Context: an optimization exercise on an open-source flow, tuned for small area. The choices shown serve that exercise and are no tape-out recipe.
In this exercise RTL edits were held to simulation tests only and were not proved equivalent to the original.
Power and IR drop assume default switching activity.

==> flow/config.mk <==
export PLATFORM = sky130hd
export DESIGN_NAME = dmem_responder
export DESIGN_NICKNAME = dmem_responder
export VERILOG_FILES = /design/flow/design.v
export SDC_FILE = /design/flow/constraint.sdc
export NUM_CORES = 4
export LEC_CHECK = 0
export CAP_MARGIN = 20
export CORE_MARGIN = 2
export CORE_UTILIZATION = 65
export GPL_TIMING_DRIVEN = 0
export PLACE_DENSITY = 0.75
export SLEW_MARGIN = 20
==> flow/constraint.sdc <==
create_clock -name core_clock -period 10.0 [get_ports {clk}]
set_input_delay 2.0000 -clock core_clock [delete_from_list [all_inputs] [get_ports {clk}]]
set_output_delay 2.0000 -clock core_clock [all_outputs]
set_load 0.01 [all_outputs]
==> flow/design.v <==
module dmem_responder #(
    parameter int ADDR_WIDTH  = 6,
    parameter int WAIT_CYCLES = 1
) (
    input  logic        clk,
    input  logic        reset_n,
    input  logic        req_valid,
    output logic        req_ready,
    input  logic        req_write,
    input  logic [1:0]  req_size,
    input  logic        req_signed,
    input  logic [31:0] req_addr,
    input  logic [31:0] req_wdata,
    output logic        resp_valid,
    output logic [31:0] resp_rdata,
    output logic        resp_error
);
    logic wait_q, resp_q;
    logic idle;
    assign idle = ~(wait_q | resp_q);
    always_ff @(posedge clk or negedge reset_n) begin
        if (!reset_n) begin
            wait_q <= 1'b0;
            resp_q <= 1'b0;
        end else begin
            wait_q <= idle & req_valid;
            resp_q <= wait_q;
        end
    end
    assign req_ready  = idle;
    assign resp_valid = resp_q;
    logic req_err;
    assign req_err = (req_size == 2'b11)
                  || (req_size == 2'b01 && req_addr[0])
                  || (req_size == 2'b10 && req_addr[1:0] != 2'b00)
                  || (req_addr[31:6] != 26'd0);
    logic [5:0] addr_q;
    logic       err_q, rdok_q, byte_q, word_q, sx_q;
    always_ff @(posedge clk) begin
        if (idle) begin
            addr_q <= req_addr[5:0];
            err_q  <= req_err;
            rdok_q <= ~req_write & ~req_err;
            byte_q <= (req_size == 2'b00);
            word_q <= (req_size == 2'b10);
            sx_q   <= req_signed;
        end
    end
    assign resp_error = err_q;
    logic [511:0] mem_q;
    logic         wen;
    logic [3:0]   lane_en;
    logic [7:0]   lane_wd [4];
    assign wen = idle & req_valid & reset_n & req_write & ~req_err;
    always_comb begin
        case (req_size)
            2'b00:   lane_en = 4'b0001 << req_addr[1:0];
            2'b01:   lane_en = req_addr[1] ? 4'b1100 : 4'b0011;
            default: lane_en = 4'b1111;
        endcase
        lane_wd[0] = req_wdata[7:0];
        lane_wd[1] = (req_size == 2'b00) ? req_wdata[7:0] : req_wdata[15:8];
        lane_wd[2] = req_size[1] ? req_wdata[23:16] : req_wdata[7:0];
        lane_wd[3] = req_size[1] ? req_wdata[31:24]
                   : req_size[0] ? req_wdata[15:8] : req_wdata[7:0];
    end
    logic       idle_b;
    logic [3:0] lane_set;
    logic [3:0] lane_keep;
    logic [63:0] set_b, keep_b;
    assign idle_b = ~(wait_q ^ resp_q);
    always_comb begin
        for (int l = 0; l < 4; l++) begin
            lane_set[l]  = wen & lane_en[l];
            lane_keep[l] = ~(idle_b & req_valid & reset_n & req_write & ~req_err & lane_en[l]);
        end
        for (int k = 0; k < 16; k++)
            for (int l = 0; l < 4; l++) begin
                set_b[4*k + l]  = lane_set[l] & (req_addr[5:2] == 4'(k));
                keep_b[4*k + l] = lane_keep[l] | (req_addr[5:2] != 4'(k));
            end
    end
    always_ff @(posedge clk) begin
        for (int b = 0; b < 64; b++)
            mem_q[8*b +: 8] <= (mem_q[8*b +: 8] & {8{keep_b[b]}})
                             | (lane_wd[b % 4] & {8{set_b[b]}});
    end
    logic [31:0] word;
    logic [7:0]  lo, hi;
    logic        ext;
    always_comb begin
        word = 32'd0;
        for (int k = 0; k < 16; k++)
            word = word | (mem_q[32*k +: 32] & {32{rdok_q && addr_q[5:2] == 4'(k)}});
        case (addr_q[1:0])
            2'b00: lo = word[7:0];
            2'b01: lo = word[15:8];
            2'b10: lo = word[23:16];
            2'b11: lo = word[31:24];
        endcase
        hi  = addr_q[1] ? word[31:24] : word[15:8];
        ext = sx_q & (byte_q ? lo[7] : hi[7]);
        resp_rdata[7:0]   = lo;
        resp_rdata[15:8]  = byte_q ? {8{ext}} : hi;
        resp_rdata[31:16] = word_q ? word[31:16] : {16{ext}};
    end
endmodule
==> flow/flow/run.sh <==
#!/bin/bash
# Layout flow: the standard ORFS flow (standard.sh) run on flow/mapped.v, a
# hand-mapped form of the RTL with the same registers, with small port
# buffers and a clock tree of small buffers.
set -euo pipefail
M=$PWD/flow/mapped.v
CTS="-sink_clustering_enable -repair_clock_nets -dont_use_dummy_load -buf_list {sky130_fd_sc_hd__clkbuf_4 sky130_fd_sc_hd__clkbuf_8} -sink_clustering_size 20 -sink_clustering_max_diameter 50"
bash standard.sh VERILOG_FILES="$M" \
  BUFFER_PORTS_ARGS="-buffer_cell sky130_fd_sc_hd__buf_1" \
  CTS_ARGS="$CTS" \
  finish > flow_make.log 2>&1
==> flow/flow/mapped.v <==
// Hand-mapped version of rtl/dmem_responder.sv for the layout flow: the
// storage update gates and the load word multiplexer are placed as library
// cells; the small control and alignment logic is left to synthesis.
// Register names and kinds match the standard synthesis of the RTL.
module dmem_responder #(
    parameter int ADDR_WIDTH  = 6,
    parameter int WAIT_CYCLES = 1
) (
    input  logic        clk,
    input  logic        reset_n,
    input  logic        req_valid,
    output logic        req_ready,
    input  logic        req_write,
    input  logic [1:0]  req_size,
    input  logic        req_signed,
    input  logic [31:0] req_addr,
    input  logic [31:0] req_wdata,
    output logic        resp_valid,
    output logic [31:0] resp_rdata,
    output logic        resp_error
);

    logic wait_q, resp_q;
    logic idle, idle_b;

    assign idle   = ~(wait_q | resp_q);
    assign idle_b = ~(wait_q ^ resp_q);

    always_ff @(posedge clk or negedge reset_n) begin
        if (!reset_n) begin
            wait_q <= 1'b0;
            resp_q <= 1'b0;
        end else begin
            wait_q <= idle & req_valid;
            resp_q <= wait_q;
        end
    end

    assign req_ready  = idle;
    assign resp_valid = resp_q;

    logic req_err;
    assign req_err = (req_size == 2'b11)
                  || (req_size == 2'b01 && req_addr[0])
                  || (req_size == 2'b10 && req_addr[1:0] != 2'b00)
                  || (req_addr[31:6] != 26'd0);

    logic [5:0] addr_q;
    logic       err_q, rdok_q, byte_q, word_q, sx_q;

    always_ff @(posedge clk) begin
        if (idle) begin
            addr_q <= req_addr[5:0];
            err_q  <= req_err;
            rdok_q <= ~req_write & ~req_err;
            byte_q <= (req_size == 2'b00);
            word_q <= (req_size == 2'b10);
            sx_q   <= req_signed;
        end
    end

    assign resp_error = err_q;

    // ---------------- store path ----------------
    logic [3:0]  lane_en;
    logic [31:0] lane_wd;
    logic        vw;
    logic [3:0]  lset_n, lkeep;
    logic [15:0] row_p, row_n;

    always_comb begin
        case (req_size)
            2'b00:   lane_en = 4'b0001 << req_addr[1:0];
            2'b01:   lane_en = req_addr[1] ? 4'b1100 : 4'b0011;
            default: lane_en = 4'b1111;
        endcase
        lane_wd[7:0]   = req_wdata[7:0];
        lane_wd[15:8]  = (req_size == 2'b00) ? req_wdata[7:0] : req_wdata[15:8];
        lane_wd[23:16] = req_size[1] ? req_wdata[23:16] : req_wdata[7:0];
        lane_wd[31:24] = req_size[1] ? req_wdata[31:24]
                       : req_size[0] ? req_wdata[15:8] : req_wdata[7:0];
        vw = req_valid & reset_n & req_write & ~req_err;
        for (int l = 0; l < 4; l++) begin
            lset_n[l] = ~(idle & vw & lane_en[l]);
            lkeep[l]  = idle_b & vw & lane_en[l];
        end
        for (int k = 0; k < 16; k++) begin
            row_p[k] = (req_addr[5:2] == 4'(k));
            row_n[k] = ~(req_addr[5:2] == 4'(k));
        end
    end

    logic [511:0] mem_q, mem_d;
    logic [63:0]  set_b, keep_b;

    for (genvar k = 0; k < 16; k++) begin : g_w
        for (genvar l = 0; l < 4; l++) begin : g_l
            sky130_fd_sc_hd__nor2_1  u_set  (.A(row_n[k]), .B(lset_n[l]), .Y(set_b[4*k+l]));
            sky130_fd_sc_hd__nand2_1 u_keep (.A(row_p[k]), .B(lkeep[l]),  .Y(keep_b[4*k+l]));
            for (genvar j = 0; j < 8; j++) begin : g_b
                sky130_fd_sc_hd__a22o_1 u_upd (
                    .A1(mem_q[32*k+8*l+j]), .A2(keep_b[4*k+l]),
                    .B1(lane_wd[8*l+j]),    .B2(set_b[4*k+l]),
                    .X(mem_d[32*k+8*l+j]));
            end
        end
    end

    always_ff @(posedge clk)
        mem_q <= mem_d;

    // ---------------- load path ----------------
    logic [15:0] rsel;
    always_comb
        for (int k = 0; k < 16; k++)
            rsel[k] = rdok_q & (addr_q[5:2] == 4'(k));

    logic [31:0] word_n;
    for (genvar b = 0; b < 32; b++) begin : g_rd
        logic [5:0] y;
        logic [1:0] z;
        for (genvar g = 0; g < 5; g++) begin : g_g
            sky130_fd_sc_hd__a222oi_1 u_aoi (
                .A1(mem_q[32*(3*g)+b]),   .A2(rsel[3*g]),
                .B1(mem_q[32*(3*g+1)+b]), .B2(rsel[3*g+1]),
                .C1(mem_q[32*(3*g+2)+b]), .C2(rsel[3*g+2]),
                .Y(y[g]));
        end
        sky130_fd_sc_hd__nand2_1 u_n15 (.A(mem_q[32*15+b]), .B(rsel[15]), .Y(y[5]));
        sky130_fd_sc_hd__nand3_1 u_z0 (.A(y[0]), .B(y[1]), .C(y[2]), .Y(z[0]));
        sky130_fd_sc_hd__nand3_1 u_z1 (.A(y[3]), .B(y[4]), .C(y[5]), .Y(z[1]));
        sky130_fd_sc_hd__nor2_1  u_w  (.A(z[0]), .B(z[1]), .Y(word_n[b]));
    end

    logic [31:0] word;
    logic [7:0]  lo, hi;
    logic        ext;

    always_comb begin
        word = ~word_n;
        case (addr_q[1:0])
            2'b00: lo = word[7:0];
            2'b01: lo = word[15:8];
            2'b10: lo = word[23:16];
            2'b11: lo = word[31:24];
        endcase
        hi  = addr_q[1] ? word[31:24] : word[15:8];
        ext = sx_q & (byte_q ? lo[7] : hi[7]);
        resp_rdata[7:0]   = lo;
        resp_rdata[15:8]  = byte_q ? {8{ext}} : hi;
        resp_rdata[31:16] = word_q ? word[31:16] : {16{ext}};
    end

endmodule
==> flow/standard.sh <==
#!/bin/bash
# synth_recipe.tcl (not shown) runs the flow's synth.tcl, then flattens the netlist and writes it again
# the make line also repeats each setting of config.mk as NAME=value (left out here)
make -C /OpenROAD-flow-scripts/flow DESIGN_CONFIG=/design/flow/config.mk WORK_HOME=/design/flow/orfs CLKGATE_MAP_FILE= SYNTH_SCRIPT=/design/flow/synth_recipe.tcl "${@:-finish}"
==> run summary, run 1 <==
area grow syn2layout 10.9%; Synth cell types 43; Slew Limit Fails 0; P_leak 0.00784 uW; synthesized flop and latch total 525; class of the worst hold path reg2reg; Post-Syn Area per Cell roughly 11 um^2; Flop pwr share 63.5%; Post-CTS Setup Inserts 0; placed insts 2188; CP required roughly 8.0 ns; clock network fraction of total power 30.8%; Finished Layout Cells 2232; num ports approximately 110; combinational group share of total power ~5.7%; fill count 2137; post-route minimum period 6.54 ns; maximum clock insertion buffer count 3; run status finished clean; DRT Wirelength approximately 67000 um; DR WL/cell 30.0 um; DR DRC count 0; Via density between 7 and 8; Chip Width between 150 and 200 um; post-synthesis sequential area ratio 55.5%; clk_skew 0.0351 ns; vias in the first global route 16300; crit-path max FO 10; Mapped Cells 1669; clock sinks 525; RSZ-0062 raised after global routing false; Util after Layout 73.7%; Achievable Freq 0.153 GHz; Slew @ Worst Pin 1.20 ns; antenna violations before repair 3; worst vdd ir 0.000103 V; share of synthesized flip-flops with an asynchronous set or reset 0.381%; core box area 0.0289 mm^2; Overall Global Routing Usage 42.0%; startpoint class of the critical path flip-flop; DRT Pass-1 Iters 8; Post-DP HPWL between 40000 and 50000 um; CTS Buf Count 42; Area contributors post-synth dfxtp_1, a22o_1, a222oi_1, nor2_1, nand2_1; Crit. End Element primary output; largest net degree at the start of global routing 21; final setup fails 0; Setup CP Type reg2out; Routed Antenna Nets 0; Die Height 176 um; final setup TNS 0 ns; Congestion Overflow GR 0; most frequent cells after synthesis a22o_1, dfxtp_1, a222oi_1, nor2_1, nand2_1; syn nets 1741; max_slew headroom 20.2%; Fin. Hold Viols 0; CTS root buffer clkbuf_8; fin crit share 65.4%; Synth top area share 53.5%; Worst Hold Slack roughly 0.39 ns; power per standard cell area between 150 and 200 mW/mm^2; first-pass GRT wire length 98900 um; number of max-cap violations 0; Synth area leader dfxtp_1; initial core utilization 66.4%; Synth Flop Type dfxtp_1; die area a little over 0.03 mm^2; I/O Buffers 105; RePlAce Congestion 1.03; CTS tree done; NetSw 799 uW; synthesized area 0.0192 mm^2; share of layout cells above drive strength 1 under 10%; Clock Latency Late Sink 0.57 ns; clock transition at the registers of the reported paths between 0.1 and 0.15 ns; vias after detailed routing 17300; Final Net Count 1920; initial DRC count ~3000; num rows 62; YS warnings 1; switching share of power 24.1%; Final WS setup about 3.5 ns; CTS Hold Bufs 0; Int Pwr 2520 uW; Setup WS pre-CTS 4.46 ns; # resized after CTS 0; # H-tree levels 2; number of synthesized flops with an enable pin 11; Arr. time, crit path about 4.5 ns
-- sequential cells by signal, summed over array words and instances, names as in the netlist --
signal  cells
word_q      1
addr_q      6
sx_q        1
mem_q     512
resp_q      1
byte_q      1
err_q       1
rdok_q      1
wait_q      1
-- per-layer routing --
| metal | vias to the layer above | share of wire [%] | global-route usage, % |
|---|---|---|---|
| met1 | 8314 | 38 | 57.0 |
| met3 | 280 | 14 | 12.3 |
| met5 | - | 0.067 | 0.962 |
| met4 | 4 | 6.3 | 22.0 |
| li1 | 7282 | - | - |
| met2 | 1386 | 42 | 60.7 |
-- power groups by stage --
| stage | clock, uW | sequential [uW] | combinational, uW |
|---|---|---|---|
| 2_1_floorplan | 0 | 2150 | 80.4 |
| 3_3_place_gp | 0 | 2160 | 158 |
| 3_5_place_dp | 0 | 2160 | 179 |
| 4_1_cts | 1020 | 2110 | 179 |
| 5_1_grt | 1100 | 2110 | 193 |
| 6_report | 1020 | 2110 | 191 |
-- final timing paths --
kind	end	startpoint	slack [ns]	cells after the start
worst max-delay path	resp_rdata[23]	rdok_q	3.46	12
min in group asynchronous	resp_q	reset_n	1.23	1
worst min-delay path	resp_q	wait_q	0.39	0
max in group asynchronous	wait_q	reset_n	8.61	1
worst min register to register	resp_q	wait_q	0.39	0
worst max register to register	mem_q[341]	resp_q	6.23	7
-- layout make-up --
type	instances	area, um^2	share of cell area, %
Antenna cell	2	5.00	0.0235
Buffer	12	68.8	0.324
Clock buffer	42	578	2.72
Inverter	22	82.6	0.388
Multi-Input combinational cell	1110	8550	40.2
Sequential cell	525	10600	50.0
Tap cell	384	480	2.26
Timing Repair Buffer	135	868	4.08
-- cells in the final DEF (no fill, tap or decap), drive strengths merged, types with 21 or more instances in the layout --
cell type  instances
clkbuf            50
buf              139
dfxtp            512
mux2              23
nor2             119
a22o             512
a222oi           160
nand3             72
nand2            116
inv               21
-- per-stage QoR --
step                      instance area, um^2  power (uW)
after floorplan                         19200        2230
after global placement                  20000        2310
after detailed placement                20700        2340
after CTS                               21300        3300
after global routing                    21300        3400
final                                   21300        3320
-- worst max-delay path: stages, from the launching register on --
cell and delay (ns):
edfxtp_1 0.46, or3b_2 0.59, nor3_2 0.50, buf_6 0.23, buf_4 0.21, a222oi_1 0.14
nand3_1 0.14, nor2_1 0.12, mux2i_1 0.43, mux2i_4 0.22, buf_6 0.21, o22ai_1 0.45
buf_1 0.23
-- cell families after synthesis --
family	share of synthesized area, %
AOI/OAI and AO/OA	33.1
DFF	55.5
and+or+nand+nor	8.12
muxes	2.47
buffers and inverters	0.790
adders and majority gates	0.0653
==> inputs of run 2 (changes only) <==
--- a/flow/config.mk
+++ b/flow/config.mk
@@ -8,6 +8,6 @@
 export CAP_MARGIN = 20
 export CORE_MARGIN = 2
-export CORE_UTILIZATION = 65
+export CORE_UTILIZATION = 50
 export GPL_TIMING_DRIVEN = 0
-export PLACE_DENSITY = 0.75
+export PLACE_DENSITY = 0.6
 export SLEW_MARGIN = 20
==> run 2 against run 1 <==
  * Cell count up 6.3%
  * Global-route usage down 7.1 points
  * Highest routed layer unchanged
  * Wire length up 5.3%
  * Largest cell class unchanged
  * Clock power up 9%
  * Synthesized area unchanged
  * Critical endpoint is now resp_rdata[15]
  * Worst setup slack better by 0.12 ns
  * Sequential power about the same
  * Still clean
  * Sequential cell count unchanged
  * Synthesized cell count unchanged
  * Largest power group unchanged
  * Register-to-register slack better by 0.10 ns
  * Final area up 1.6%
==> run summary, run 2 <==
run status finished clean; worst vdd ir 0.000112 V; fin crit share 64.2%; most frequent cells after synthesis a22o_1, dfxtp_1, a222oi_1, nor2_1, nand2_1; # H-tree levels 2; YS warnings 1; Area contributors post-synth dfxtp_1, a22o_1, a222oi_1, nor2_1, nand2_1; clock transition at the registers of the reported paths approximately 0.080 ns; Die Height 200 um; reg2reg end mem_q[12]; final setup fails 0; power per standard cell area 158 mW/mm^2; number of synthesized flops with an enable pin 11; largest net degree at the start of global routing 20; num ports 106; CTS Buf Count 47; CTS root buffer clkbuf_8; synthesized area around 0.019 mm^2; max FFs per register 512; Slew @ Worst Pin 1.19 ns; Hold EP resp_q; Congestion Overflow GR 0; Setup WS pre-CTS 4.36 ns; RePlAce Congestion 0.942; core box area 0.0377 mm^2; synthesized flop and latch total 525; final setup TNS 0 ns; class of the worst hold path reg2reg; Largest regs mem_q: 512 flops, addr_q: 6 flops; Worst R2R Path Depth 7; Mapped Cells approximately 1700; Slew Limit Fails 0; Chip Width 200 um; vias in the first global route roughly 15000; Synth top area share 53.5%; initial DRC count 2473; Worst Hold Slack 0.382 ns; crit-path max FO 10; die area 0.0399 mm^2; clock sinks 525; Post-Syn Area per Cell about 11 um^2; num rows a little over 70; Final Net Count 1933; most frequent cells in the layout a22o_1, dfxtp_1, a222oi_1, nand2_1, nor2_1; WHS Path Cells 0; P_leak between 0.007 and 0.008 uW; maximum clock insertion buffer count 3; Clock Latency Late Sink ~0.65 ns; reg2reg start resp_q; Crit. End Element primary output; first-pass GRT wire length 102000 um; syn nets 1741; Post-DP HPWL about 47000 um; Synth Flop Type dfxtp_1; share of synthesized flip-flops with an asynchronous set or reset 0.381%; DR WL/cell ~30 um; CP required 8.00 ns; Setup CP Type reg2out; DRT Wirelength 70500 um; Synth area leader dfxtp_1; DRT Pass-1 Iters 8; Synth cell types 43; Post-CTS Setup Inserts 0; Overall Global Routing Usage 34.9%; R2R Setup Slk 6.33 ns; DR DRC count 0; max_slew headroom 20.2%; startpoint class of the critical path flip-flop; post-route minimum period between 6 and 7 ns; RSZ-0062 raised after global routing false; Routed Antenna Nets 0; initial core utilization roughly 50%; antenna violations before repair 3; vias after detailed routing 16700; share of layout cells above drive strength 1 8.61%; CTS tree done; Arr. time, crit path ~4.4 ns; Util after Layout about 57%; Fin. Hold Viols 0; area grow syn2layout 12.7%; CTS Hold Bufs 0; Final WS setup 3.58 ns; clk_skew 0.0327 ns; Via density 7.02; I/O Buffers 105; hold path start wait_q; Biggest register mem_q; number of max-cap violations 0; post-synthesis sequential area ratio a little under three fifths; Achievable Freq between 0.15 and 0.2 GHz; # resized after CTS 0
## run 2: cell counts after synthesis
Identical to the previous run, type by type.
## run 2: cell type report
type / count / area [um^2]
repair buffers: 143 / 983
well taps: 511 / 639
diodes: 3 / 7.51
flip-flops and latches: 525 / 10600
inverters: 22 / 82.6
clock buffers: 47 / 647
plain buffers: 12 / 68.8
fillers: 3339 / 16100
multi-input cells: 1110 / 8550
## run 2: metal layers
metal  part of all wire (%)  vias to the layer above  global-route usage, %  routed length, um
li1                       -                     7322                      -                  -
met1                     43                     8135                   50.3              30200
met5                  0.017                        -                      0                 12
met3                     12                      156                   10.5               8640
met4                    4.1                        2                   13.9               2920
met2                     41                     1053                   48.6              28800
## run 2: kinds of logic (layout without fill, tap and decap cells)
group           Yosys count  count (layout)  synth area share (%)
other cells               0               3                     0
fa+ha+maj                 1               1                0.0653
mux                      42              42                  2.47
compound gates          718             718                  33.1
simple gates            349             349                  8.12
buf+inv                  34             224                 0.790
flops                   525             525                  55.5
## run 2: worst max-delay path by stage
stage	start	slack, ns	end
finish	addr_q[5]	3.58	resp_rdata[15]
global placement	addr_q[5]	1.01	resp_rdata[15]
detailed placement	addr_q[5]	4.36	resp_rdata[15]
CTS	addr_q[5]	3.65	resp_rdata[15]
global route	addr_q[5]	3.52	resp_rdata[15]
floorplan	addr_q[5]	4.17	resp_rdata[10]
## run 2: worst max-delay path, stage by stage (launching register included)
cell      delay, ns
edfxtp_1       0.42
or3b_2         0.61
nor3_2         0.67
buf_4          0.34
buf_6          0.18
a222oi_1       0.15
nand3_1        0.10
nor2_1         0.09
mux4_2         0.52
nand3b_4       0.24
o21ai_0        0.23
buf_1          0.20
## run 2: where the power goes
group	internal, uW	switching (uW)
Clock	419	686
Sequential	2100	4.50
Combinational	46.4	154
Total	2570	844
## run 2: stage by stage
step                area (um^2)  std cells  total power [uW]
global placement          20200       2285              2320
global route              21600       2372              3510
floorplan                 19200       1669              2230
CTS                       21600       2370              3420
finish                    21600       2373              3410
detailed placement        21000       2323              2350
==> inputs of run 3 (changes only) <==
--- a/flow/flow/mapped.v
+++ b/flow/flow/mapped.v
@@ -111,8 +111,18 @@
 
     // ---------------- load path ----------------
-    logic [15:0] rsel;
+    // Row selects, one copy per output byte lane: rsel_c[c][k] drives the
+    // load multiplexer of bits 8c..8c+7.
+    logic [3:0]  rhi_n, rlo_n;
+    logic [15:0] rsel_c [4];
     always_comb
-        for (int k = 0; k < 16; k++)
-            rsel[k] = rdok_q & (addr_q[5:2] == 4'(k));
+        for (int i = 0; i < 4; i++) begin
+            rhi_n[i] = ~(rdok_q & (addr_q[5:4] == 2'(i)));
+            rlo_n[i] = ~(addr_q[3:2] == 2'(i));
+        end
+    for (genvar c = 0; c < 4; c++) begin : g_rc
+        for (genvar k = 0; k < 16; k++) begin : g_rk
+            sky130_fd_sc_hd__nor2_1 u_rs (.A(rhi_n[k/4]), .B(rlo_n[k%4]), .Y(rsel_c[c][k]));
+        end
+    end
 
     logic [31:0] word_n;
@@ -122,10 +132,10 @@
         for (genvar g = 0; g < 5; g++) begin : g_g
             sky130_fd_sc_hd__a222oi_1 u_aoi (
-                .A1(mem_q[32*(3*g)+b]),   .A2(rsel[3*g]),
-                .B1(mem_q[32*(3*g+1)+b]), .B2(rsel[3*g+1]),
-                .C1(mem_q[32*(3*g+2)+b]), .C2(rsel[3*g+2]),
+                .A1(mem_q[32*(3*g)+b]),   .A2(rsel_c[b/8][3*g]),
+                .B1(mem_q[32*(3*g+1)+b]), .B2(rsel_c[b/8][3*g+1]),
+                .C1(mem_q[32*(3*g+2)+b]), .C2(rsel_c[b/8][3*g+2]),
                 .Y(y[g]));
         end
-        sky130_fd_sc_hd__nand2_1 u_n15 (.A(mem_q[32*15+b]), .B(rsel[15]), .Y(y[5]));
+        sky130_fd_sc_hd__nand2_1 u_n15 (.A(mem_q[32*15+b]), .B(rsel_c[b/8][15]), .Y(y[5]));
         sky130_fd_sc_hd__nand3_1 u_z0 (.A(y[0]), .B(y[1]), .C(y[2]), .Y(z[0]));
         sky130_fd_sc_hd__nand3_1 u_z1 (.A(y[3]), .B(y[4]), .C(y[5]), .Y(z[1]));
==> run 3 against run 2 <==
  * Critical path type unchanged
  * Power fell by 1.3%
  * Worst hold slack gained 0.0013 ns
  * Sequential share of layout area up 0.87 points
==> run summary, run 3 <==
run status finished clean; final setup fails 0; number of synthesized flops with an enable pin 11; DRT Pass-1 Iters 6; antenna violations before repair 6; syn nets 1790; share of layout cells above drive strength 1 6.58%; Slew @ Worst Pin about 1.3 ns; Via density between 6 and 7; slowest CP cell nand2_1; startpoint class of the critical path flip-flop; Clock Latency Late Sink 0.61 ns; synthesized flop and latch total ~530; most frequent cells after synthesis a22o_1, dfxtp_1, nor2_1, a222oi_1, nand2_1; Mapped Cells 1718; crit path buf inv count 2; post-synthesis mux area share 2.45%; post-synthesis simple-gate area fraction around 9%; Final Net Count between 1500 and 2000; Synth cell types 43; num rows 72; final setup TNS 0 ns; Post-DP HPWL 45400 um; CTS Hold Bufs 0; class of the worst hold path reg2reg; clk_skew between 0.03 and 0.04 ns; largest family of logic cells by synthesized area compound AO/OA/AOI/OAI gates; max_slew headroom between 15 and 20%; YS warnings 2; Routed Antenna Nets 0; P_leak roughly 0.0078 uW; max FFs per register 512; critical-path cell list nand2_1, nor2_1, a222oi_1, nand3_1, nor2_1, mux2i_1, mux2i_4, buf_6, o22ai_1, buf_1; first-pass GRT wire length 98700 um; number of max-cap violations 0; initial DRC count 2165; fill count 3483; CTS root buffer clkbuf_8; CTS Buf Count 45; core box area slightly below 0.04 mm^2; CP peak stage delay 0.94 ns; fin crit share 66.3%; Synth Flop Type dfxtp_1; # resized after CTS 0; clock transition at the registers of the reported paths 0.09 ns; Biggest register mem_q; Achievable Freq 0.151 GHz; post-synthesis sequential area ratio 54.9%; I/O Buffers 105; Largest regs mem_q: 512 flops, addr_q: 6 flops; Sequential Area between 0.01 and 0.015 mm^2; Crit. End Element primary output; DRT Wirelength around 67000 um; adder and majority cell fraction of the synthesized area 0.0647%; Setup CP Type reg2out; worst vdd ir ~0.0001 V; CP required 8.00 ns; vias after detailed routing 16400; Synth area leader dfxtp_1; synthesized area approximately 0.019 mm^2; Setup WS pre-CTS 4.15 ns; area grow syn2layout 9.74%; RSZ-0062 raised after global routing false; maximum clock insertion buffer count 3; crit-path max FO 16; vias in the first global route around 16000; Post-Syn Area per Cell around 11 um^2; Synth top area share 53.0%; Synth Area in Compound Gates between 30% and 40%; area occupied by multi-input gates 0.00863 mm^2; Util after Layout a little under three fifths; most frequent cells in the layout a22o_1, dfxtp_1, nor2_1, a222oi_1, nand2_1; Slew Limit Fails 0; Congestion Overflow GR 0; Chip Width 201 um; CTS tree done; DR WL/cell 27.7 um; Overall Global Routing Usage 32.0%; Final WS setup 3.37 ns; initial core utilization 50.3%; clock sinks 525; Area contributors post-synth dfxtp_1, a22o_1, a222oi_1, nor2_1, nand2_1; dominant delay contributor by cell family on the critical path simple AND/OR/NAND/NOR gates; post-route minimum period ~6.6 ns; # H-tree levels 2; Post-CTS Setup Inserts 0; largest net degree at the start of global routing 21; Arr. time, crit path 4.63 ns; RePlAce Congestion approximately 0.9; DR DRC count 0; post-synthesis xor/xnor area fraction 0%; Fin. Hold Viols 0; R2R Setup Slk ~6.0 ns; Die Height 201 um; Worst Hold Slack 0.384 ns; Critical Path Most Common Cell nor2_1; share of synthesized flip-flops with an asynchronous set or reset less than 1%; power per standard cell area 159 mW/mm^2; die area 0.0403 mm^2; num ports ~110
[run 3: through the flow]
stage,std cells,power (uW),area [um^2]
floorplan,1718,2240,19300
global placement,2341,2340,20400
detailed placement,2357,2350,20600
CTS,2402,3380,21200
global route,2402,3470,21200
finish,2405,3370,21200
[run 3: cell type report]
cell class	count	share of cell area (%)
diodes	3	0.0354
plain buffers	12	0.324
clock buffers	45	2.92
inverters	22	0.389
multi-input cells	1159	40.6
flip-flops and latches	525	50.1
well taps	518	3.05
repair buffers	121	2.59
[run 3: where the power goes]
| part | switching [uW] | internal [uW] |
|---|---|---|
| sequential | 4.53 | 2100 |
| clock | 655 | 403 |
| combinational | 160 | 41.0 |
| total | 820 | 2550 |
[run 3: layer usage]
| layer | wire length (um) | vias up | GRT usage [%] | part of all wire, % |
|---|---|---|---|---|
| li1 | - | 7408 | - | - |
| met1 | 28500 | 8006 | 43.5 | 43 |
| met2 | 29400 | 769 | 49.6 | 44 |
| met3 | 6190 | 163 | 8.00 | 9.3 |
| met4 | 2580 | 6 | 11.7 | 3.9 |
| met5 | 39 | - | 0 | 0.058 |
[run 3: worst register-to-register path: stages, from the launching register on]
cell	delay, ns
dfrtp_1	0.47
inv_1	0.09
ha_1	0.79
and4_1	0.33
and4_2	0.32
nand4b_1	0.77
nor2_1	0.90
a22o_1	0.22
[run 3: kinds of logic after synthesis]
group / after synthesis
fa+ha+maj: 1
buf+inv: 34
flops: 525
compound gates: 718
simple gates: 398
mux: 42
[run 3: worst paths after layout]
check / from / depth (start not counted) / endpoint
hold reg to reg: wait_q / 0 / resp_q
setup / recovery: addr_q[3] / 10 / resp_rdata[30]
max in group asynchronous: reset_n / 1 / resp_q
setup reg to reg: resp_q / 7 / mem_q[85]
min in group asynchronous: reset_n / 1 / wait_q
hold / removal: wait_q / 0 / resp_q
==> inputs of run 4 (changes only) <==
==> flow/flow/run.sh (replaced) <==
#!/bin/bash
# Layout flow: the standard ORFS flow (standard.sh) run on flow/mapped.v, a
# hand-mapped form of the RTL with the same registers, with small port
# buffers and a clock tree of small buffers.
set -euo pipefail
M=$PWD/flow/mapped.v
CTS="-sink_clustering_enable -repair_clock_nets -dont_use_dummy_load -buf_list {sky130_fd_sc_hd__clkbuf_8} -sink_clustering_size 22 -sink_clustering_max_diameter 60"
bash standard.sh VERILOG_FILES="$M" \
  BUFFER_PORTS_ARGS="-buffer_cell sky130_fd_sc_hd__buf_1" \
  CTS_ARGS="$CTS" \
  finish > flow_make.log 2>&1
--- a/flow/config.mk
+++ b/flow/config.mk
@@ -6,8 +6,8 @@
 export NUM_CORES = 4
 export LEC_CHECK = 0
-export CAP_MARGIN = 20
+export CAP_MARGIN = 10
 export CORE_MARGIN = 2
 export CORE_UTILIZATION = 50
 export GPL_TIMING_DRIVEN = 0
 export PLACE_DENSITY = 0.6
-export SLEW_MARGIN = 20
+export SLEW_MARGIN = 10
==> run 4 against run 3 <==
  * Still clean
  * Worst hold slack gained 0.018 ns
  * Clock skew is 0.0081 ns lower
  * Critical path depth unchanged
  * Power fell by 2.5%
  * Wire length hardly changed
  * Final area fell by 0.94%
  * Via count fell by 0.68%
  * First-iteration DRC count shrank 5.1%
  * Count of clock-buffer cells in the layout fell by 8
  * Synthesized area unchanged
  * Non-clock buffer count is 9 lower
  * Critical path type unchanged
==> run summary, run 4 <==
largest net degree at the start of global routing 23; Sequential Area 0.0106 mm^2; Synth Flop Type dfxtp_1; CTS tree done; final setup fails 0; I/O Buffers 105; most frequent cells after synthesis a22o_1, dfxtp_1, nor2_1, a222oi_1, nand2_1; Post-Syn Area per Cell around 11 um^2; area occupied by multi-input gates 0.00863 mm^2; worst vdd ir 0.000102 V; startpoint class of the critical path flip-flop; Final WS setup 3.37 ns; clk_skew about 0.032 ns; DR WL/cell around 28 um; Final Cell Area 0.0210 mm^2; Achievable Freq 0.151 GHz; Synth top area share 53.0%; fill count between 3000 and 4000; post-synthesis sequential area ratio 54.9%; share of layout cells above drive strength 1 5.62%; Arr. time, crit path 4.63 ns; run status finished clean; Die Height 201 um; final setup TNS 0 ns; most frequent cells in the layout a22o_1, dfxtp_1, nor2_1, a222oi_1, nand2_1; synthesized flop and latch total between 500 and 600; class of the worst hold path reg2reg; DR DRC count 0; number of synthesized flops with an enable pin 11; DRT Pass-1 Iters 7; Via density 6.80; R2R Setup Slk about 6.1 ns; max_slew headroom around an eighth; crit-path max FO 16; number of max-cap violations 0; share of synthesized flip-flops with an asynchronous set or reset 0.381%; vias in the first global route 15500; clock sinks 525; Crit. End Element primary output; # H-tree levels 2; Fin. Hold Viols 0; Slew @ Worst Pin ~1.3 ns; YS warnings 2; RePlAce Congestion 0.907; Post-DP Area 0.0205 mm^2; first-pass GRT wire length 98800 um; vias after detailed routing around 16000; Final Net Count 1941; synthesized area 0.0193 mm^2; maximum clock insertion buffer count 3; Setup CP Type reg2out; CTS Buf Count 37; Clock Latency Late Sink 0.59 ns; Synth area leader dfxtp_1; Area contributors post-synth dfxtp_1, a22o_1, a222oi_1, nor2_1, nand2_1; # resized after CTS 0; Post-DP HPWL 45200 um; initial core utilization around half; CP required ~8.0 ns; Mapped Cells 1718; post-route minimum period 6.63 ns; Setup WS pre-CTS 4.05 ns; Routed Antenna Nets 0; Synth cell types 43; Overall Global Routing Usage 32.1%; Post-CTS Setup Inserts 0; syn nets 1790; DRT Wirelength 66700 um; reg2reg start resp_q; antenna violations before repair 6; Chip Width 201 um; Slew Limit Fails 0; CTS root buffer clkbuf_8; RSZ-0062 raised after global routing false; hold path start wait_q; Largest regs mem_q: 512 flops, addr_q: 6 flops; area grow syn2layout 8.70%; Hold EP resp_q; max FFs per register 512; Worst R2R Path Depth 7; num rows 72; num ports 106; die area 0.0403 mm^2; WHS Path Cells 0; clock transition at the registers of the reported paths about 0.11 ns; CTS Hold Bufs 0; Biggest register mem_q; reg2reg end mem_q[86]; P_leak between 0.007 and 0.008 uW; power per standard cell area between 150 and 200 mW/mm^2; fin crit share 66.3%; Congestion Overflow GR 0; core box area 0.0385 mm^2; initial DRC count approximately 2100
run 4: logic make-up after synthesis:
| kind of cell | Yosys count | share of synthesized area, % |
|---|---|---|
| mux | 42 | 2.45 |
| fa+ha+maj | 1 | 0.0647 |
| flops | 525 | 54.9 |
| buf+inv | 34 | 0.782 |
| simple gates | 398 | 8.98 |
| compound gates | 718 | 32.8 |
run 4: through the flow:
step | util, % | power (uW) | hold slack [ns] | instances
floorplan | - | 2240 | 0.354 | 1718
CTS | 54.7 | 3290 | 0.399 | 2385
finish | 54.7 | 3280 | 0.401 | 2388
global placement | 53.0 | 2340 | 0.360 | 2341
detailed placement | 53.3 | 2340 | 0.364 | 2348
global route | 54.7 | 3370 | 0.421 | 2385
run 4: worst max path at each step:
stage	start	end	slack, ns
final	addr_q[5]	resp_rdata[30]	3.37
after global placement	req_addr[11]	mem_q[83]	3.07
after floorplan	req_addr[7]	mem_q[120]	5.38
after detailed placement	addr_q[5]	resp_rdata[23]	4.05
after global routing	addr_q[5]	resp_rdata[23]	3.17
after CTS	addr_q[5]	resp_rdata[23]	3.39
run 4: layout make-up:
cell class                      instances  area share, %
Timing Repair Buffer                  112           2.18
Antenna cell                            3         0.0357
Sequential cell                       525           50.5
Inverter                               22          0.393
Clock buffer                           37           2.42
Buffer                                 12          0.327
Tap cell                              518           3.08
Multi-Input combinational cell       1159           41.0
run 4: critical path, stage by stage (launching register included):
cell      delay, ns
edfxtp_1       0.44
nand3b_1       0.99
nor2_1         0.45
a222oi_1       0.47
nand3_1        0.18
nor2_1         0.53
mux2i_1        0.27
mux2i_4        0.30
buf_6          0.18
o22ai_1        0.08
buf_1          0.15
run 4: metal layers:
metal | global-route usage, % | share of wire (%) | vias to the layer above
li1 | - | - | 7381
met4 | 11.3 | 3.8 | 8
met3 | 7.45 | 9.4 | 158
met5 | 1.19 | 0.15 | -
met2 | 50.4 | 44 | 733
met1 | 43.3 | 42 | 7961
run 4: power by group:
group / switching, uW / internal, uW
Combinational: 159 / 36.0
Clock: 644 / 335
Sequential: 4.59 / 2100
==> inputs of run 5 (changes only) <==
--- a/flow/flow/run.sh
+++ b/flow/flow/run.sh
@@ -5,5 +5,5 @@
 set -euo pipefail
 M=$PWD/flow/mapped.v
-CTS="-sink_clustering_enable -repair_clock_nets -dont_use_dummy_load -buf_list {sky130_fd_sc_hd__clkbuf_8} -sink_clustering_size 22 -sink_clustering_max_diameter 60"
+CTS="-sink_clustering_enable -repair_clock_nets -dont_use_dummy_load -buf_list {sky130_fd_sc_hd__clkbuf_8} -sink_clustering_size 16 -sink_clustering_max_diameter 50"
 bash standard.sh VERILOG_FILES="$M" \
   BUFFER_PORTS_ARGS="-buffer_cell sky130_fd_sc_hd__buf_1" \
--- a/flow/flow/mapped.v
+++ b/flow/flow/mapped.v
@@ -63,9 +63,13 @@
 
     // ---------------- store path ----------------
+    // Each stored bit takes (bit & keep) | (wdm & roww): wdm is the lane's
+    // store data already gated by the lane's write enable, roww the word
+    // decode, keep the byte's hold condition.
     logic [3:0]  lane_en;
-    logic [31:0] lane_wd;
     logic        vw;
-    logic [3:0]  lset_n, lkeep;
-    logic [15:0] row_p, row_n;
+    logic [3:0]  ls, lkeep;
+    logic [7:0]  wsel;
+    logic [3:0]  whi_n, wlo_n;
+    logic [15:0] row_c [2];
 
     always_comb begin
@@ -75,31 +79,51 @@
             default: lane_en = 4'b1111;
         endcase
-        lane_wd[7:0]   = req_wdata[7:0];
-        lane_wd[15:8]  = (req_size == 2'b00) ? req_wdata[7:0] : req_wdata[15:8];
-        lane_wd[23:16] = req_size[1] ? req_wdata[23:16] : req_wdata[7:0];
-        lane_wd[31:24] = req_size[1] ? req_wdata[31:24]
-                       : req_size[0] ? req_wdata[15:8] : req_wdata[7:0];
         vw = req_valid & reset_n & req_write & ~req_err;
         for (int l = 0; l < 4; l++) begin
-            lset_n[l] = ~(idle & vw & lane_en[l]);
-            lkeep[l]  = idle_b & vw & lane_en[l];
+            ls[l]    = idle & vw & lane_en[l];
+            lkeep[l] = idle_b & vw & lane_en[l];
         end
-        for (int k = 0; k < 16; k++) begin
-            row_p[k] = (req_addr[5:2] == 4'(k));
-            row_n[k] = ~(req_addr[5:2] == 4'(k));
+        // data source selects per lane
+        wsel[0] = ls[0];
+        wsel[1] = ls[1] & (req_size == 2'b00);
+        wsel[2] = ls[1] & (req_size != 2'b00);
+        wsel[3] = ls[2] & ~req_size[1];
+        wsel[4] = ls[2] & req_size[1];
+        wsel[5] = ls[3] & (req_size == 2'b00);
+        wsel[6] = ls[3] & (req_size == 2'b01);
+        wsel[7] = ls[3] & req_size[1];
+        for (int i = 0; i < 4; i++) begin
+            whi_n[i] = ~(req_addr[5:4] == 2'(i));
+            wlo_n[i] = ~(req_addr[3:2] == 2'(i));
         end
     end
 
+    logic [31:0] wdm;
+    logic [7:0]  w3_n;
+    for (genvar j = 0; j < 8; j++) begin : g_wd
+        sky130_fd_sc_hd__and2_1 u_w0 (.A(req_wdata[j]), .B(wsel[0]), .X(wdm[j]));
+        sky130_fd_sc_hd__a22o_1 u_w1 (.A1(req_wdata[j]), .A2(wsel[1]),
+                                      .B1(req_wdata[8+j]), .B2(wsel[2]), .X(wdm[8+j]));
+        sky130_fd_sc_hd__a22o_1 u_w2 (.A1(req_wdata[j]), .A2(wsel[3]),
+                                      .B1(req_wdata[16+j]), .B2(wsel[4]), .X(wdm[16+j]));
+        sky130_fd_sc_hd__a222oi_1 u_w3n (.A1(req_wdata[j]), .A2(wsel[5]),
+                                         .B1(req_wdata[8+j]), .B2(wsel[6]),
+                                         .C1(req_wdata[24+j]), .C2(wsel[7]), .Y(w3_n[j]));
+        sky130_fd_sc_hd__inv_2 u_w3 (.A(w3_n[j]), .Y(wdm[24+j]));
+    end
+
     logic [511:0] mem_q, mem_d;
-    logic [63:0]  set_b, keep_b;
+    logic [63:0]  keep_b;
 
     for (genvar k = 0; k < 16; k++) begin : g_w
+        for (genvar h = 0; h < 2; h++) begin : g_h
+            sky130_fd_sc_hd__nor2_1 u_row (.A(whi_n[k/4]), .B(wlo_n[k%4]), .Y(row_c[h][k]));
+        end
         for (genvar l = 0; l < 4; l++) begin : g_l
-            sky130_fd_sc_hd__nor2_1  u_set  (.A(row_n[k]), .B(lset_n[l]), .Y(set_b[4*k+l]));
-            sky130_fd_sc_hd__nand2_1 u_keep (.A(row_p[k]), .B(lkeep[l]),  .Y(keep_b[4*k+l]));
+            sky130_fd_sc_hd__nand2_1 u_keep (.A(row_c[l/2][k]), .B(lkeep[l]), .Y(keep_b[4*k+l]));
             for (genvar j = 0; j < 8; j++) begin : g_b
                 sky130_fd_sc_hd__a22o_1 u_upd (
                     .A1(mem_q[32*k+8*l+j]), .A2(keep_b[4*k+l]),
-                    .B1(lane_wd[8*l+j]),    .B2(set_b[4*k+l]),
+                    .B1(wdm[8*l+j]),        .B2(row_c[l/2][k]),
                     .X(mem_d[32*k+8*l+j]));
             end
@@ -143,22 +167,25 @@
     end
 
-    logic [31:0] word;
-    logic [7:0]  lo, hi;
-    logic        ext;
-
+    // Alignment, on the inverted word: hi_n is the odd byte for a halfword
+    // or word, lo2_n the even byte, lo the addressed byte.
+    logic [7:0] hi_n, lo2_n, lo;
+    logic       byte_n, word_n_q, ext_n;
+    for (genvar j = 0; j < 8; j++) begin : g_al
+        sky130_fd_sc_hd__mux2_1  u_hi  (.A0(word_n[8+j]), .A1(word_n[24+j]), .S(addr_q[1]), .X(hi_n[j]));
+        sky130_fd_sc_hd__mux2_1  u_lo2 (.A0(word_n[j]),   .A1(word_n[16+j]), .S(addr_q[1]), .X(lo2_n[j]));
+        sky130_fd_sc_hd__mux2i_1 u_lo  (.A0(lo2_n[j]),    .A1(hi_n[j]),      .S(addr_q[0]), .Y(lo[j]));
+        sky130_fd_sc_hd__o22ai_1 u_o1  (.A1(hi_n[j]), .A2(byte_q), .B1(ext_n), .B2(byte_n),
+                                        .Y(resp_rdata[8+j]));
+    end
+    for (genvar j = 16; j < 32; j++) begin : g_up
+        sky130_fd_sc_hd__o22ai_1 u_o2 (.A1(word_n[j]), .A2(word_n_q), .B1(ext_n), .B2(word_q),
+                                       .Y(resp_rdata[j]));
+    end
     always_comb begin
-        word = ~word_n;
-        case (addr_q[1:0])
-            2'b00: lo = word[7:0];
-            2'b01: lo = word[15:8];
-            2'b10: lo = word[23:16];
-            2'b11: lo = word[31:24];
-        endcase
-        hi  = addr_q[1] ? word[31:24] : word[15:8];
-        ext = sx_q & (byte_q ? lo[7] : hi[7]);
-        resp_rdata[7:0]   = lo;
-        resp_rdata[15:8]  = byte_q ? {8{ext}} : hi;
-        resp_rdata[31:16] = word_q ? word[31:16] : {16{ext}};
+        byte_n   = ~byte_q;
+        word_n_q = ~word_q;
+        ext_n    = ~(sx_q & (byte_q ? lo[7] : ~hi_n[7]));
     end
+    assign resp_rdata[7:0] = lo;
 
 endmodule
--- a/flow/config.mk
+++ b/flow/config.mk
@@ -6,8 +6,8 @@
 export NUM_CORES = 4
 export LEC_CHECK = 0
-export CAP_MARGIN = 10
+export CAP_MARGIN = 20
 export CORE_MARGIN = 2
 export CORE_UTILIZATION = 50
 export GPL_TIMING_DRIVEN = 0
 export PLACE_DENSITY = 0.6
-export SLEW_MARGIN = 10
+export SLEW_MARGIN = 20
==> run 5 against run 4 <==
  * Global-route usage is 0.29 points lower
  * Critical path type unchanged
  * Power is 0.95% higher
  * Sequential power hardly changed
==> run summary, run 5 <==
run status finished clean; class of the worst hold path reg2reg; Util after Layout 55.9%; share of synthesized flip-flops with an asynchronous set or reset 0.381%; share of layout cells above drive strength 1 6.99%; number of synthesized flops with an enable pin 11; synthesized flop and latch total 525; max_slew headroom 19.3%; largest net degree at the start of global routing 25; vias in the first global route 15000; power per standard cell area between 150 and 200 mW/mm^2; dominant delay contributor by cell family on the critical path simple AND/OR/NAND/NOR gates; Synth area leader dfxtp_1; Arr. time, crit path 5.93 ns; num ports about 110; Flop pwr share roughly 64%; CTS Buf Count 45; Post-CTS Setup Inserts 0; # resized after CTS 0; initial DRC count 2093; DRT Wirelength ~64000 um; Overall Global Routing Usage 31.8%; startpoint class of the critical path flip-flop; fin crit share 79.3%; Post-DP HPWL 42800 um; number of diodes 0; critical-path cell list nand3b_1, nor2_1, a222oi_1, nand3_1, nor2_1, mux2_1, mux2i_1, nand2_1, o21ai_0, nand2_1, o22ai_1, buf_1; area grow syn2layout 10.5%; RePlAce Congestion between 0.9 and 1; max FFs per register 512; RSZ-0062 raised after global routing false; clk_skew 0.0420 ns; Setup WS pre-CTS 3.02 ns; Synth Flop Type dfxtp_1; antenna violations before repair 1; Mapped Cells 1647; CP peak stage delay 0.88 ns; initial core utilization a little over 50%; Congestion Overflow GR 0; count leader, synth a22o_1; Chip Width 199 um; most frequent cells after synthesis a22o_1, dfxtp_1, a222oi_1, nor2_1, nand2_1; die area between 0.03 and 0.04 mm^2; Biggest register mem_q; Synth cell types 31; I/O Buffers 103; final setup fails 0; slowest CP cell nand3b_1; DR WL/cell about 27 um; most frequent cells in the layout a22o_1, dfxtp_1, a222oi_1, buf_1; final setup TNS 0 ns; clock network fraction of total power 32.5%; Final Net Count 1891; Slew @ Worst Pin 1.21 ns; Post-Syn Area per Cell 11.6 um^2; Int Pwr 2530 uW; DRT Pass-1 Iters 6; maximum clock insertion buffer count 3; CTS Hold Bufs 0; num rows between 70 and 80; combinational group share of total power between 3 and 4%; # H-tree levels 2; P_leak 0.00751 uW; first-pass GRT wire length 94500 um; switching share of power between 20% and 30%; Fin. Hold Viols 0; Routed Antenna Nets 0; Synth top area share between 50% and 60%; NetSw 786 uW; post-synthesis sequential area ratio between 50 and 60%; Die Height ~200 um; Setup CP Type reg2out; CTS root buffer clkbuf_8; Slew Limit Fails 0; number of max-cap violations 0; Crit. End Element primary output; post-route minimum period 7.93 ns; Achievable Freq 0.126 GHz; YS warnings 3; core box area about 0.038 mm^2; DR DRC count 0; Final WS setup 2.07 ns; Via density 6.98; fill count 3300; crit path buf inv count 1; CP required around 8 ns; CTS tree done; syn nets approximately 1700; clock transition at the registers of the reported paths roughly 0.10 ns; vias after detailed routing 16200; Clock Latency Late Sink between 0.6 and 0.7 ns; clock sinks 525; Largest regs mem_q: 512 flops, addr_q: 6 flops; worst vdd ir around 0.00009 V; Area contributors post-synth dfxtp_1, a22o_1, a222oi_1, nor2_1, nand2_1; commonest non-fill, non-tap cell in the layout a22o_1; synthesized area around 0.019 mm^2; crit-path max FO 24
==> run 5: cell count changes after synthesis, moves of 9 or more <==
cell     previous run  this run
inv_1              21         6
nor2_1            170       134
mux2_2             23         0
mux2_1              0        16
mux2i_1            17         8
o21ai_0            16         2
nand2_1           116       102
a22o_1            512       528
==> run 5: per-stage QoR <==
step / cell area [um^2] / total power (uW) / hold slack (ns) / std cells
2_1_floorplan: 19000 / 2210 / 0.354 / 1647
3_3_place_gp: 20100 / 2270 / 0.365 / 2261
3_5_place_dp: 20400 / 2280 / 0.365 / 2281
4_1_cts: 21000 / 3320 / 0.389 / 2326
5_1_grt: 21000 / 3420 / 0.403 / 2328
6_report: 21000 / 3310 / 0.386 / 2328
==> run 5: cells by family (layout without fill, tap and decap cells) <==
family / Yosys count / count (layout) / share of synthesized area, %
AOI/OAI and AO/OA: 728 / 728 / 34.2
buffers and inverters: 18 / 188 / 0.434
adders and majority gates: 1 / 1 / 0.0658
muxes: 24 / 24 / 1.37
and+or+nand+nor: 351 / 351 / 8.04
DFF: 525 / 525 / 55.9
==> run 5: worst paths after layout <==
path                       slack (ns)  cells past startpoint       from        endpoint
min in group asynchronous        1.19                      1    reset_n          resp_q
hold / removal                   0.39                      0     wait_q          resp_q
max in group asynchronous        8.65                      1    reset_n          wait_q
hold reg to reg                  0.39                      0     wait_q          resp_q
setup / recovery                 2.07                     12  addr_q[5]  resp_rdata[29]
setup reg to reg                 6.23                      9     resp_q      mem_q[282]
==> run 5: area by class of cell <==
cell class              count  area, um^2  share of cell area, %
plain buffers               4        30.0                  0.143
clock buffers              45         619                   2.95
inverters                  14        52.6                  0.250
multi-input cells        1104        8450                   40.2
flip-flops and latches    525       10600                   50.6
well taps                 511         639                   3.04
repair buffers            125         598                   2.85
==> run 5: power groups by stage <==
| stage | logic (uW) | registers, uW | clock network [uW] |
|---|---|---|---|
| 2_1_floorplan | 49.6 | 2160 | 0 |
| 3_3_place_gp | 106 | 2160 | 0 |
| 3_5_place_dp | 114 | 2160 | 0 |
| 4_1_cts | 114 | 2110 | 1100 |
| 5_1_grt | 125 | 2120 | 1180 |
| 6_report | 121 | 2120 | 1080 |
==> run 5: metal layers <==
metal / vias to the layer above / wire, um / GRT usage [%]
met5: - / 13 / 0
met4: 2 / 1590 / 8.10
met3: 107 / 7440 / 9.69
met2: 906 / 26100 / 43.8
met1: 7972 / 28700 / 47.7
li1: 7256 / - / -
==> inputs of run 6 (changes only) <==
--- a/flow/flow/mapped.v
+++ b/flow/flow/mapped.v
@@ -118,5 +118,5 @@
     for (genvar k = 0; k < 16; k++) begin : g_w
         for (genvar h = 0; h < 2; h++) begin : g_h
-            sky130_fd_sc_hd__nor2_1 u_row (.A(whi_n[k/4]), .B(wlo_n[k%4]), .Y(row_c[h][k]));
+            sky130_fd_sc_hd__nor2_2 u_row (.A(whi_n[k/4]), .B(wlo_n[k%4]), .Y(row_c[h][k]));
         end
         for (genvar l = 0; l < 4; l++) begin : g_l
==> run 6 against run 5 <==
  * Still clean on timing, DRC and antenna
  * Clock power about the same
  * Clock skew is 0.0094 ns higher
  * Critical path depth is the same
  * Critical path type unchanged
  * Critical endpoint is now resp_rdata[9]
==> run summary, run 6 <==
run status finished clean; Final Net Count 1878; CP peak stage delay 0.92 ns; clk_skew a little over 0.05 ns; final setup fails 0; core box area around 0.038 mm^2; startpoint class of the critical path flip-flop; num rows just over 70; number of synthesized flops with an enable pin 11; CP required about 8.0 ns; DRT Pass-1 Iters 10; post-synthesis xor/xnor area fraction 0%; # resized after CTS 0; largest net degree at the start of global routing 25; I/O Buffers 103; synthesized flop and latch total 525; DR DRC count 0; first-pass GRT wire length about 96000 um; Synth top area share 53.6%; Fin. Hold Viols 0; Synth Flop Type dfxtp_1; # H-tree levels 2; max_slew headroom approximately 19%; adder and majority cell fraction of the synthesized area less than 1%; Synth cell types 32; area grow syn2layout 9.36%; Synth Area in Compound Gates about 34%; worst vdd ir just under 0.0001 V; RePlAce Congestion 0.954; commonest non-fill, non-tap cell in the layout a22o_1; Clock Latency Late Sink ~0.66 ns; Biggest register mem_q; R2R Setup Slk 5.87 ns; clock sinks 525; final setup TNS 0 ns; largest family of logic cells by synthesized area compound AO/OA/AOI/OAI gates; CTS Buf Count 47; number of max-cap violations 0; YS warnings 3; Chip Width 199 um; most frequent cells after synthesis a22o_1, dfxtp_1, a222oi_1, nand2_1, nor2_1; Post-DP Area 0.0202 mm^2; share of synthesized flip-flops with an asynchronous set or reset 0.381%; Post-Syn Area per Cell ~12 um^2; Mapped Cells 1647; Congestion Overflow GR 0; Final Cell Area 0.0209 mm^2; slowest CP cell nand3b_1; syn nets 1719; DR WL/cell 28.0 um; Slew Limit Fails 0; count leader, synth a22o_1; Post-DP HPWL 44400 um; Arr. time, crit path 5.35 ns; die area 0.0398 mm^2; Worst Hold Slack around 0.44 ns; class of the worst hold path reg2reg; CTS tree done; antenna violations before repair 3; Largest regs mem_q: 512 flops, addr_q: 6 flops; Overall Global Routing Usage 32.5%; crit-path max FO 24; clock transition at the registers of the reported paths 0.09 ns; Slew @ Worst Pin 1.22 ns; Via density 6.96; maximum clock insertion buffer count 3; Die Height 199 um; Final WS setup roughly 2.6 ns; Achievable Freq 0.136 GHz; post-synthesis mux area share 1.36%; fin crit share between 70% and 80%; post-synthesis sequential area ratio 55.6%; CTS root buffer clkbuf_8; synthesized area ~0.019 mm^2; Post-CTS Setup Inserts 0; most frequent cells in the layout a22o_1, dfxtp_1, a222oi_1, buf_1; power per standard cell area 159 mW/mm^2; CTS Hold Bufs 0; share of layout cells above drive strength 1 6.43%; Synth area leader dfxtp_1; initial DRC count 2049; Setup CP Type reg2out; vias in the first global route 15000; P_leak 0.00743 uW; max FFs per register ~510; Setup WS pre-CTS about 3.5 ns; Routed Antenna Nets 0; Crit. End Element primary output; RSZ-0062 raised after global routing false; post-synthesis simple-gate area fraction between 8 and 9%; vias after detailed routing 16100; post-route minimum period 7.35 ns; initial core utilization about half; Area contributors post-synth dfxtp_1, a22o_1, a222oi_1, nand2_1, nor2_1; critical-path cell list nand3b_1, nor2_1, a222oi_1, nand3_1, nor2_1, mux2_1, mux2i_1, nand2_1, o21ai_0, nand2_1, o22ai_1, buf_1; DRT Wirelength approximately 65000 um; num ports 106
## run 6: cell families (layout without fill, tap and decap cells)
group                    after synthesis  after routing
AO/OA/AOI/OAI                        728            728
buffers and inverters                 18            175
flip-flops                           525            525
adder cells (fa/ha/maj)                1              1
other                                  0              2
multiplexers                          24             24
AND/OR/NAND/NOR                      351            351
## run 6: cell type report
class,instances,area [um^2]
flip-flops and latches,525,10600
inverters,14,52.6
well taps,511,639
fillers,3389,16800
multi-input cells,1104,8460
repair buffers,110,432
clock buffers,47,647
diodes,2,5.00
plain buffers,4,30.0
## run 6: through the flow
stage / utilization, % / instances / total power (uW)
after floorplan: - / 1647 / 2210
after global placement: 53.4 / 2261 / 2270
after detailed placement: 53.7 / 2268 / 2270
after CTS: 55.4 / 2315 / 3340
after global routing: 55.5 / 2315 / 3430
final: 55.5 / 2317 / 3330
## run 6: worst max-delay path, delay by kind of cell (launching register included)
family / cells / cell delay (ns)
compound gates: 3 / 0.70
buf+inv: 1 / 0.19
flops: 1 / 0.42
mux: 2 / 0.62
simple gates: 6 / 2.74
## run 6: path summary, 6_finish.rpt
check	start	to	cells after the start
max in group asynchronous	reset_n	resp_q	1
worst max-delay path	addr_q[4]	resp_rdata[9]	12
worst min register to register	wait_q	resp_q	0
worst min-delay path	wait_q	resp_q	0
worst max register to register	wait_q	mem_q[156]	9
min in group asynchronous	reset_n	wait_q	1
## run 6: power breakdown
| part | internal [uW] | switching [uW] |
|---|---|---|
| registers | 2100 | 11.7 |
| clock network | 419 | 675 |
| logic | 19.2 | 97.5 |
## run 6: metal layers
metal | vias to the layer above | track usage (%) | part of all wire (%)
li1 | 7242 | - | -
met2 | 845 | 47.3 | 43
met3 | 146 | 5.43 | 9.3
met1 | 7878 | 47.7 | 44
met5 | - | 0 | 0.035
met4 | 4 | 13.1 | 4.1
==> inputs of run 7 (changes only) <==
--- a/flow/flow/run.sh
+++ b/flow/flow/run.sh
@@ -5,5 +5,5 @@
 set -euo pipefail
 M=$PWD/flow/mapped.v
-CTS="-sink_clustering_enable -repair_clock_nets -dont_use_dummy_load -buf_list {sky130_fd_sc_hd__clkbuf_8} -sink_clustering_size 16 -sink_clustering_max_diameter 50"
+CTS="-sink_clustering_enable -repair_clock_nets -dont_use_dummy_load -buf_list {sky130_fd_sc_hd__clkbuf_16} -tree_buf sky130_fd_sc_hd__clkbuf_8 -root_buf sky130_fd_sc_hd__clkbuf_8 -sink_clustering_size 30 -sink_clustering_max_diameter 70"
 bash standard.sh VERILOG_FILES="$M" \
   BUFFER_PORTS_ARGS="-buffer_cell sky130_fd_sc_hd__buf_1" \
--- a/flow/config.mk
+++ b/flow/config.mk
@@ -8,6 +8,6 @@
 export CAP_MARGIN = 20
 export CORE_MARGIN = 2
-export CORE_UTILIZATION = 50
+export CORE_UTILIZATION = 65
 export GPL_TIMING_DRIVEN = 0
-export PLACE_DENSITY = 0.6
+export PLACE_DENSITY = 0.75
 export SLEW_MARGIN = 20
==> run 7 against run 6 <==
  * Maximum frequency up 0.39%
  * Final area decreased by 0.94%
  * Register-to-register slack improved by 0.15 ns
  * Sequential share of layout area increased by 0.48 points
  * Worst setup slack improved by 0.029 ns
  * Sequential power about the same
  * Synthesized area unchanged
  * Clock power is 6% lower
  * Cell count down 6.1%
  * Non-clock buffer count increased by 4
  * Core utilization is 16 points higher
  * Via count increased by 2.3%
==> run summary, run 7 <==
Congestion Overflow GR 0; Area contributors post-synth dfxtp_1, a22o_1, a222oi_1, nand2_1, nor2_1; synthesized flop and latch total around 530; maximum clock insertion buffer count 3; Int Pwr 2520 uW; YS warnings 3; max FFs per register 512; P_leak 0.00741 uW; CTS Buf Count 24; # H-tree levels 1; Setup WS pre-CTS ~3.6 ns; Fin. Hold Viols 0; area grow syn2layout 8.33%; syn nets ~1700; Final WS setup 2.68 ns; Achievable Freq ~0.14 GHz; num ports 106; NetSw 727 uW; most frequent cells after synthesis a22o_1, dfxtp_1, a222oi_1, nand2_1, nor2_1; DR DRC count 0; Die Height 175 um; clock transition at the registers of the reported paths about 0.08 ns; Slew Limit Fails 0; Post-DP HPWL 40800 um; fill count roughly 2200; power per standard cell area 157 mW/mm^2; Biggest register mem_q; clock sinks 525; Post-Syn Area per Cell 11.6 um^2; synthesized area 0.0191 mm^2; final setup fails 0; Routed Antenna Nets 0; Arr. time, crit path 5.32 ns; run status finished clean; num rows 62; commonest non-fill, non-tap cell in the layout a22o_1; class of the worst hold path reg2reg; RSZ-0062 raised after global routing false; most frequent cells in the layout a22o_1, dfxtp_1, a222oi_1, buf_1; area occupied by multi-input gates 0.00847 mm^2; Largest regs mem_q: 512 flops, addr_q: 6 flops; Clock Latency Late Sink 0.66 ns; I/O Buffers approximately 100; Post-CTS Setup Inserts 0; final setup TNS 0 ns; share of layout cells above drive strength 1 5.43%; die area ~0.03 mm^2; clk_skew 0.0445 ns; largest net degree at the start of global routing 31; DRT Wirelength 60700 um; post-synthesis sequential area ratio 55.6%; crit-path max FO 24; worst vdd ir 0.000140 V; share of synthesized flip-flops with an asynchronous set or reset 0.381%; Synth area leader dfxtp_1; DR WL/cell 27.9 um; first-pass GRT wire length 91600 um; Synth top area share 53.6%; Slew @ Worst Pin 1.15 ns; # resized after CTS 0; Util after Layout 71.7%; Setup CP Type reg2out; Worst Hold Slack 0.384 ns; vias after detailed routing ~16000; CTS root buffer clkbuf_8; CP required roughly 8 ns; DRT Pass-1 Iters 9; count leader, synth a22o_1; post-route minimum period 7.32 ns; Mapped Cells 1647; Crit. End Element primary output; fin crit share 73.2%; vias in the first global route between 15000 and 20000; antenna violations before repair 7; switching share of power about 22%; Flop pwr share 65.1%; initial core utilization 66.2%; CTS tree done; RePlAce Congestion roughly 0.97; number of synthesized flops with an enable pin 11; max_slew headroom 22.9%; Final Net Count 1859; Synth cell types 32; Via density 7.58; Overall Global Routing Usage 38.4%; combinational group share of total power around 3.5%; Sequential Area 0.0106 mm^2; Chip Width 175 um; initial DRC count 2507; number of max-cap violations 0; startpoint class of the critical path flip-flop; core box area slightly below 0.03 mm^2; Synth Flop Type dfxtp_1; clock network fraction of total power 31.4%; CTS Hold Bufs 0
-- run 7: final timing paths --
| kind | start | to | slack, ns | cells after the start |
|---|---|---|---|---|
| min | wait_q | resp_q | 0.38 | 0 |
| min reg2reg | wait_q | resp_q | 0.38 | 0 |
| min in group asynchronous | reset_n | wait_q | 1.14 | 1 |
| max | addr_q[5] | resp_rdata[11] | 2.68 | 12 |
| max in group asynchronous | reset_n | resp_q | 8.68 | 1 |
| max reg2reg | resp_q | mem_q[191] | 6.02 | 9 |
-- run 7: final cells by class --
| type | instances | share of cell area, % |
|---|---|---|
| repair buffers | 114 | 2.20 |
| well taps | 384 | 2.32 |
| flip-flops and latches | 525 | 51.4 |
| inverters | 14 | 0.254 |
| plain buffers | 4 | 0.145 |
| multi-input cells | 1104 | 40.9 |
| clock buffers | 24 | 2.74 |
| diodes | 6 | 0.0725 |
-- run 7: stage by stage --
stage,power (uW),instances,area [um^2]
3_5_place_dp,2270,2145,20100
4_1_cts,3250,2169,20700
6_report,3250,2175,20700
2_1_floorplan,2210,1647,19100
5_1_grt,3330,2172,20700
3_3_place_gp,2270,2134,20000
-- run 7: kinds of logic after synthesis --
family / count (synthesis) / synth area share (%)
AOI/OAI and AO/OA: 728 / 34.1
adders and majority gates: 1 / 0.0655
buffers and inverters: 18 / 0.432
DFF: 525 / 55.6
muxes: 24 / 1.36
and+or+nand+nor: 351 / 8.42
-- run 7: power groups by stage --
stage	logic, uW	clock network, uW	registers [uW]
2_1_floorplan	52.6	0	2160
3_3_place_gp	105	0	2160
3_5_place_dp	108	0	2160
4_1_cts	109	1030	2110
5_1_grt	117	1100	2120
6_report	115	1020	2110
-- run 7: worst max-delay path: stages (launching register included) --
cell,delay [ns]
edfxtp_1,0.42
nand3b_1,0.90
nor2_1,0.88
a222oi_1,0.30
nand3_1,0.18
nor2_1,0.18
mux2_1,0.41
mux2i_1,0.26
nand2_1,0.08
o21ai_0,0.08
nand2_1,0.45
o22ai_1,0.32
buf_1,0.19
-- run 7: routing by layer --
layer / up-vias / GRT usage (%) / routed length [um]
li1: 7224 / - / -
met1: 7947 / 54.8 / 24200
met2: 1153 / 56.0 / 25800
met3: 155 / 9.65 / 8220
met4: 2 / 15.3 / 2510
met5: - / 0 / 13

==> separate check: timing with driven ports <==
No port has a modelled driver above. Below, the same layouts with a new extraction and two added sets of constraints.
Step 1 assumes that a clkbuf_16 drives the clock port and a buf_2 every other input.
Step 2 adds t to the input delays and takes it off the output delays; t is the mean of the earliest and latest rising clock arrival at the registers after step 1. Input paths then give back, and output paths get back, about the clock's delay inside the block.
Slacks: no drivers / after step 1 / after step 2; pairs: no drivers / after step 1.
| run | t (ns) | slack for setup (ns) | worst hold slack (ns) | slew at the worst register clock pin (ns) |
|---|---|---|---|---|
| run 1 | 0.618 | 3.464 / 3.414 / 4.032 | 0.391 / 0.391 / 0.391 | 0.12 / 0.12 |
| run 2 | 0.702 | 3.584 / 3.529 / 4.231 | 0.382 / 0.382 / 0.382 | 0.10 / 0.10 |
| run 3 | 0.655 | 3.368 / 3.312 / 3.967 | 0.384 / 0.384 / 0.384 | 0.12 / 0.12 |
| run 4 | 0.645 | 3.366 / 3.309 / 3.955 | 0.401 / 0.401 / 0.401 | 0.12 / 0.12 |
| run 5 | 0.679 | 2.065 / 2.011 / 2.691 | 0.386 / 0.386 / 0.386 | 0.10 / 0.10 |
| run 6 | 0.694 | 2.649 / 2.595 / 3.288 | 0.439 / 0.439 / 0.439 | 0.11 / 0.11 |
| run 7 | 0.705 | 2.678 / 2.629 / 3.334 | 0.384 / 0.384 / 0.384 | 0.12 / 0.12 |
After both steps setup and hold are still met in every run listed.
